What follows belongs to an exercise in optimizing a design on an open flow for a short achievable clock period and few clock cycles; a production flow would make more cautious choices. Only simulation tests tie the RTL to the original design; equivalence was not proved. Power is estimated from default activity; no workload was simulated.

**flow/design.v**
```verilog
package cache_pkg;
  typedef enum logic [1:0] {C_IDLE, C_WB, C_FILL} cache_state_e;
endpackage
module cache_victim_sel
#(
  parameter int WAYS = 2,
  parameter int WB = (WAYS > 1) ? $clog2(WAYS) : 1
) (
  input  logic [WAYS-1:0] valid_i,
  input  logic [WB-1:0]   rr_i,
  output logic [WB-1:0]   victim_o,
  output logic            from_rr_o
);
  always_comb begin
    victim_o = rr_i;
    from_rr_o = 1'b1;
    for (int w = WAYS - 1; w >= 0; w--)
      if (!valid_i[w]) begin
        victim_o = WB'(w);
        from_rr_o = 1'b0;
      end
  end
endmodule
module assoc_cache
#(
  parameter int ADDR_SIZE = 30,
  parameter int WORD_SIZE = 32,
  parameter int BLOCK_OFFSET_BITS = 2,
  parameter int INDEX_BITS = 3,
  parameter int WAYS = 2
) (
  input  logic                                          clk,
  input  logic                                          rst_n,
  input  logic                                          req,
  input  logic                                          we,
  input  logic [WORD_SIZE/8-1:0]                        be,
  input  logic [ADDR_SIZE-1:0]                          addr,
  input  logic [WORD_SIZE-1:0]                          data_w,
  output logic [WORD_SIZE-1:0]                          data_r,
  output logic                                          stall,
  output logic [ADDR_SIZE-BLOCK_OFFSET_BITS-1:0]        mem_addr,
  output logic                                          mem_r,
  output logic                                          mem_w,
  output logic [(WORD_SIZE<<BLOCK_OFFSET_BITS)-1:0]     mem_wdata,
  input  logic [(WORD_SIZE<<BLOCK_OFFSET_BITS)-1:0]     mem_rdata,
  input  logic                                          mem_ready
);
  localparam int TAG_BITS = ADDR_SIZE - BLOCK_OFFSET_BITS - INDEX_BITS;
  localparam int LINE_BITS = WORD_SIZE << BLOCK_OFFSET_BITS;
  localparam int LA = ADDR_SIZE - BLOCK_OFFSET_BITS;
  localparam int SETS = 1 << INDEX_BITS;
  localparam int WB = (WAYS > 1) ? $clog2(WAYS) : 1;
  localparam int BYTES = WORD_SIZE / 8;
  logic [LINE_BITS-1:0] data_q [SETS][WAYS];
  logic [TAG_BITS-1:0]  tag_q [SETS][WAYS];
  logic [WAYS-1:0]      valid_q [SETS];
  logic [WAYS-1:0]      dirty_q [SETS];
  logic [WB-1:0]        rr_q [SETS];
  cache_pkg::cache_state_e         state_q, state_d;
  logic                 mem_r_d, mem_w_d;
  logic [LA-1:0]        mem_addr_d;
  logic [WB-1:0]        victim_q, victim_d, sel_way, hit_way;
  logic                 from_rr_q, from_rr_d, sel_rr, hit, need_wb;
  logic                 miss, wr_hit, wb_done, fill_done;
  logic [TAG_BITS-1:0]  tag;
  logic [INDEX_BITS-1:0] idx;
  logic [BLOCK_OFFSET_BITS-1:0] off;
  assign tag = addr[ADDR_SIZE-1 -: TAG_BITS];
  assign idx = addr[BLOCK_OFFSET_BITS +: INDEX_BITS];
  assign off = addr[BLOCK_OFFSET_BITS-1:0];
  cache_victim_sel #(.WAYS(WAYS), .WB(WB)) u_victim (
    .valid_i  (valid_q[idx]),
    .rr_i     (rr_q[idx]),
    .victim_o (sel_way),
    .from_rr_o(sel_rr)
  );
  always_comb begin
    hit = 1'b0;
    hit_way = '0;
    for (int w = 0; w < WAYS; w++)
      if (valid_q[idx][w] && tag_q[idx][w] == tag) begin
        hit = 1'b1;
        hit_way = WB'(w);
      end
  end
  assign data_r    = data_q[idx][hit_way][off*WORD_SIZE +: WORD_SIZE];
  assign mem_wdata = data_q[idx][victim_q];
  assign stall     = (state_q != cache_pkg::C_IDLE) | (req & ~hit);
  assign need_wb   = valid_q[idx][sel_way] & dirty_q[idx][sel_way];
  assign miss      = (state_q == cache_pkg::C_IDLE) & req & ~hit;
  assign wr_hit    = (state_q == cache_pkg::C_IDLE) & req & we & hit;
  assign wb_done   = (state_q == cache_pkg::C_WB) & mem_ready;
  assign fill_done = (state_q == cache_pkg::C_FILL) & mem_ready;
  always_comb begin
    state_d = state_q;
    mem_r_d = mem_r;
    mem_w_d = mem_w;
    mem_addr_d = mem_addr;
    victim_d = victim_q;
    from_rr_d = from_rr_q;
    if (miss) begin
      victim_d = sel_way;
      from_rr_d = sel_rr;
      state_d = need_wb ? cache_pkg::C_WB : cache_pkg::C_FILL;
      mem_w_d = need_wb;
      mem_r_d = ~need_wb;
      mem_addr_d = need_wb ? {tag_q[idx][sel_way], idx} : addr[ADDR_SIZE-1:BLOCK_OFFSET_BITS];
    end else if (wb_done) begin
      state_d = cache_pkg::C_FILL;
      mem_w_d = 1'b0;
      mem_r_d = 1'b1;
      mem_addr_d = addr[ADDR_SIZE-1:BLOCK_OFFSET_BITS];
    end else if (fill_done) begin
      state_d = cache_pkg::C_IDLE;
      mem_r_d = 1'b0;
    end
  end
  always_ff @(posedge clk or negedge rst_n)
    if (!rst_n) begin
      state_q <= cache_pkg::C_IDLE;
      mem_r <= 1'b0;
      mem_w <= 1'b0;
      mem_addr <= '0;
      victim_q <= '0;
      from_rr_q <= 1'b0;
      for (int s = 0; s < SETS; s++) begin
        valid_q[s] <= '0;
        dirty_q[s] <= '0;
        rr_q[s] <= '0;
      end
    end else begin
      state_q <= state_d;
      mem_r <= mem_r_d;
      mem_w <= mem_w_d;
      mem_addr <= mem_addr_d;
      victim_q <= victim_d;
      from_rr_q <= from_rr_d;
      if (wr_hit && |be) dirty_q[idx][hit_way] <= 1'b1;
      if (wb_done) dirty_q[idx][victim_q] <= 1'b0;
      if (fill_done) begin
        valid_q[idx][victim_q] <= 1'b1;
        dirty_q[idx][victim_q] <= 1'b0;
        if (from_rr_q && WAYS > 1) rr_q[idx] <= rr_q[idx] + 1'b1;
      end
    end
  always_ff @(posedge clk) begin
    if (fill_done) begin
      data_q[idx][victim_q] <= mem_rdata;
      tag_q[idx][victim_q] <= tag;
    end
    for (int b = 0; b < BYTES; b++)
      if (wr_hit && be[b]) data_q[idx][hit_way][off*WORD_SIZE + b*8 +: 8] <= data_w[b*8 +: 8];
  end
endmodule
```
**flow/run.sh**
```bash
#!/bin/bash
# synth_recipe.tcl (not shown) runs the flow's synth.tcl, then flattens the netlist and writes it again
# the make line also repeats each setting of config.mk as NAME=value (left out here)
make -C /OpenROAD-flow-scripts/flow DESIGN_CONFIG=/design/flow/config.mk WORK_HOME=/design/flow/orfs CLKGATE_MAP_FILE= SYNTH_SCRIPT=/design/flow/synth_recipe.tcl finish
```
**flow/config.mk**
```make
export PLATFORM = sky130hd
export DESIGN_NAME = assoc_cache
export DESIGN_NICKNAME = assoc_cache
export VERILOG_FILES = /design/flow/design.v
export SDC_FILE = /design/flow/constraint.sdc
export NUM_CORES = 4
export LEC_CHECK = 0
export CAP_MARGIN = 20
export CORE_MARGIN = 2
export CORE_UTILIZATION = 35
export SLEW_MARGIN = 20
```
**flow/constraint.sdc**
```tcl
create_clock -name core_clock -period 10.0 [get_ports {clk}]
set_input_delay 2.0000 -clock core_clock [delete_from_list [all_inputs] [get_ports {clk}]]
set_output_delay 2.0000 -clock core_clock [all_outputs]
set_load 0.01 [all_outputs]
```
==> flow_metrics.tcl <==
set metrics [dict create \
    outcome "finished clean" \
    syn_avg_cell_area_sq_um 19.6 \
    synth_top_area_share_pct 62.9 \
    ys_seq_area_share_pct 64.4 \
    maxSlewHeadroom_pct 16.5 \
    holdPathStages 1 \
    clock_sinks 2521 \
    die_w_microns 582 \
    drc_errors 0 \
    startpoint "addr[4]" \
    grt_overflow_total 0 \
    synth.area.top_cells "edfxtp_1 (63%), mux4_2 (24%), mux2i_1 (2.2%)" \
    swShare_pct 26.8 \
    grt_pass1_vias 67400 \
    rsz0062_at_grt "no" \
    fin_crit_ns 9.38 \
    ant_nets 0 \
    wire_per_inst_microns 36.1 \
    final.setup_skew_ns 0.0906 \
    dieHeight_microns 582 \
    ctsRootBufferMaster "clkbuf_16" \
    antenna_found_initial 45 \
    crit_path_max_fanout 77 \
    cts_tree "yes" \
    p_leak_uw 0.0443 \
    num_vias 67700 \
    area_growth_syn_to_layout_pct 17.9 \
    p_seq_share_pct 43.5 \
    report.final.slew_viol_count 0 \
    clk_pin_slew_worst_paths_ns 0.06 \
    postCtsResizedCells 0 \
    grt_pass1_wl_mm 556 \
    crit_arrival_ns 7.38 \
    dieArea_sq_mm 0.339 \
    setup_viol 0 \
    finalHoldViolations 0 \
    cp-end-kind "output pin" \
    rrSetupSlack_ns 3.70 \
    syn-num-nets 6159 \
    powerDensity_mw_per_mm2 200 \
    ctsHtreeMaxLevel 5 \
    peakVddDrop_mv 0.210 \
    reg2reg_depth 11 \
    start_util_pct 35.1 \
    post-route-period-util_pct 93.8 \
    fin_tns_setup_ns 0 \
    synth_most_common_cell "edfxtp_1" \
    drv_cap 0 \
    ys_ff_latch 2521 \
    criticalPathCategory "primary input to output pin" \
    netSwitchingPower_uw 7420 \
    nets 6831 \
    final_cells 11300 \
    clockBufferDepth 4 \
    cp.required_ns 8.00 \
    grt_start_max_net_pins 135 \
    port_buffers 389 \
    start_kind "primary input" \
    drt-vias-per-instance 6.01 \
    holdCritPathClass "flop to flop" \
    gp_congestion 0.898 \
    synthFlopType "edfxtp_1" \
    drive_gt1_share_pct 34.6 \
    drtIter0Drc 9323 \
    dr.pass1.iters 6 \
    dp_cells 10700 \
    io_pins 390 \
    core_area_sq_mm 0.333 \
    timing.rr.end "data_q[1][24]" \
    hold_buffers 0 \
    worstMarginPinSlew_ns 1.22 \
    postCtsSetupRepairBufs 0 \
    syn_area_sq_mm 0.117 \
    synthCells 5960 \
    cp-endpoint "data_r[12]" \
    numCtsBuffers 280 \
    synth_cell_types 79 \
    synth-edff-count 2448 \
    synth_common_cells "edfxtp_1 (2448), mux4_2 (1268), nor2_1 (326)" \
    intPower_uw 20200 \
    yosys_warnings 8 \
    dp_hpwl_mm 283 \
    power_frac_comb_pct 19.1 \
    grt_usage_pct 23.6 \
    rows 212 \
    yosys.area.top_type "edfxtp_1" \
    power_frac_clock_pct 37.4 \
    r2r_start "tag_q[11][18]" \
    max_freq_ghz 0.107 \
    synthArstFlopShare_pct 2.90 \
    routed_wl_mm 407 \
    clock_latency_ns 0.92 \
]
-- placed cells by master, fill, tap and decap left out, types with 19 or more instances in the layout --
cell,n
a22oi_1,22
o221ai_1,32
o21ai_0,96
clkinv_2,47
edfxtp_1,2448
nor2_2,34
clkinv_1,45
inv_1,33
o22ai_1,57
nand2_1,278
o21ai_1,26
mux4_2,1268
clkbuf_1,50
buf_4,437
buf_12,24
nor2_1,280
mux2i_1,256
a31oi_1,21
diode_2,31
and2_1,22
clkdlybuf4s50_1,383
and3_1,25
a211oi_1,23
mux2_2,61
o21ai_2,28
o21a_1,35
clkinvlp_4,19
bufinv_16,25
clkbuf_16,284
dfrtp_1,72
a221o_1,33
mux2_1,44
a21oi_1,59
-- worst min-delay path by stage --
stage | endpoint | start
6_report | valid_q[0][1] | valid_q[0][1]
2_1_floorplan | valid_q[0][1] | valid_q[0][1]
3_5_place_dp | valid_q[0][0] | valid_q[0][0]
4_1_cts | valid_q[2][0] | valid_q[2][0]
3_3_place_gp | valid_q[0][1] | valid_q[0][1]
5_1_grt | valid_q[1][0] | valid_q[1][0]
-- flip-flops by register name, summed over array words and instances, names as in the netlist, 8 cells and up --
signal,cells
valid_q,16
mem_addr,28
tag_q,400
rr_q,8
data_q,2048
dirty_q,16
-- per-layer routing --
layer	global-route usage, %	up-vias	wire length [microns]
met5	0	-	137
met4	13.0	22	24800
met3	6.53	726	44800
met2	35.9	4005	187000
met1	30.6	36200	151000
li1	-	26800	-
-- power groups by stage --
stage                     sequential (uW)  clock [uW]  combinational (uW)
after floorplan                     12200           0                3030
after global placement              12200           0                5280
after detailed placement            12200           0                5310
after CTS                           12000       10500                5320
after global routing                12000       10900                5510
final                               12000       10300                5270
-- final cells by class --
type	instances	area (sq um)
diodes	31	77.6
clock buffers	336	7320
clock inverters	167	1790
fillers	28900	195000
inverters	35	139
multi-input cells	2944	40000
flip-flops and latches	2521	75300
well taps	4387	5490
repair buffers	850	7700
-- metrics by stage --
| stage | hold slack (ns) | power [uW] | util (%) | setup slack [ns] | instance area, sq um |
|---|---|---|---|---|---|
| after CTS | 0.470 | 27800 | 41.3 | 0.725 | 138000 |
| after detailed placement | 0.455 | 17600 | 38.6 | 0.719 | 129000 |
| after global placement | 0.451 | 17500 | 38.6 | 0.828 | 128000 |
| after global routing | 0.486 | 28400 | 41.4 | 0.562 | 138000 |
| after floorplan | 0.430 | 15200 | - | 2.52 | 117000 |
| final | 0.469 | 27600 | 41.4 | 0.622 | 138000 |
-- critical path, stage by stage --
cell and delay, ns:
buf_8 0.49, mux4_2 0.43, mux2i_2 0.21, xor2_1 0.45, o2111ai_1 0.22, or4_4 0.62
or4_4 0.86, and3_1 0.35, a31oi_1 0.41, a221o_1 0.28, clkdlybuf4s50_1 0.69
-- kinds of logic after synthesis --
group                     after synthesis  synth area share (%)
and+or+nand+nor                       772                  2.88
xor gates and xnor gates               29                 0.217
DFF                                  2521                  64.4
buffers and inverters                 495                  1.82
muxes                                1643                  27.8
AOI/OAI and AO/OA                     500                  2.87
Testbench counts, summed over its fixed seeds: cycles 99,135.

[afterwards: timing with drivers on the ports]
In the flow no input, the clock included, has a driving cell. The finished layout below was timed again as built, in two steps.
Step 1: set_driving_cell puts a clkbuf_16 on clk and a buf_2 on each other input, an assumption about the parent block.
Step 2 also shifts input and output timing later by t, the mid clock arrival at the registers, as if the neighbouring blocks saw the same clock.
a / b / c = no drivers / after step 1 / after step 2; a / b = the first two.
t (ns): 0.995
setup slack, ns: 0.622 / 0.554 / 0.554
hold WS [ns]: 0.469 / 0.469 / 0.469
slew at the worst register clock pin (ns): 0.08 / 0.08
cell pins on the clock port's net: 1
After both steps setup and hold are still met in this run. The setup slack of this run moves by -0.068 ns with the drivers and by -0.068 ns with both steps.
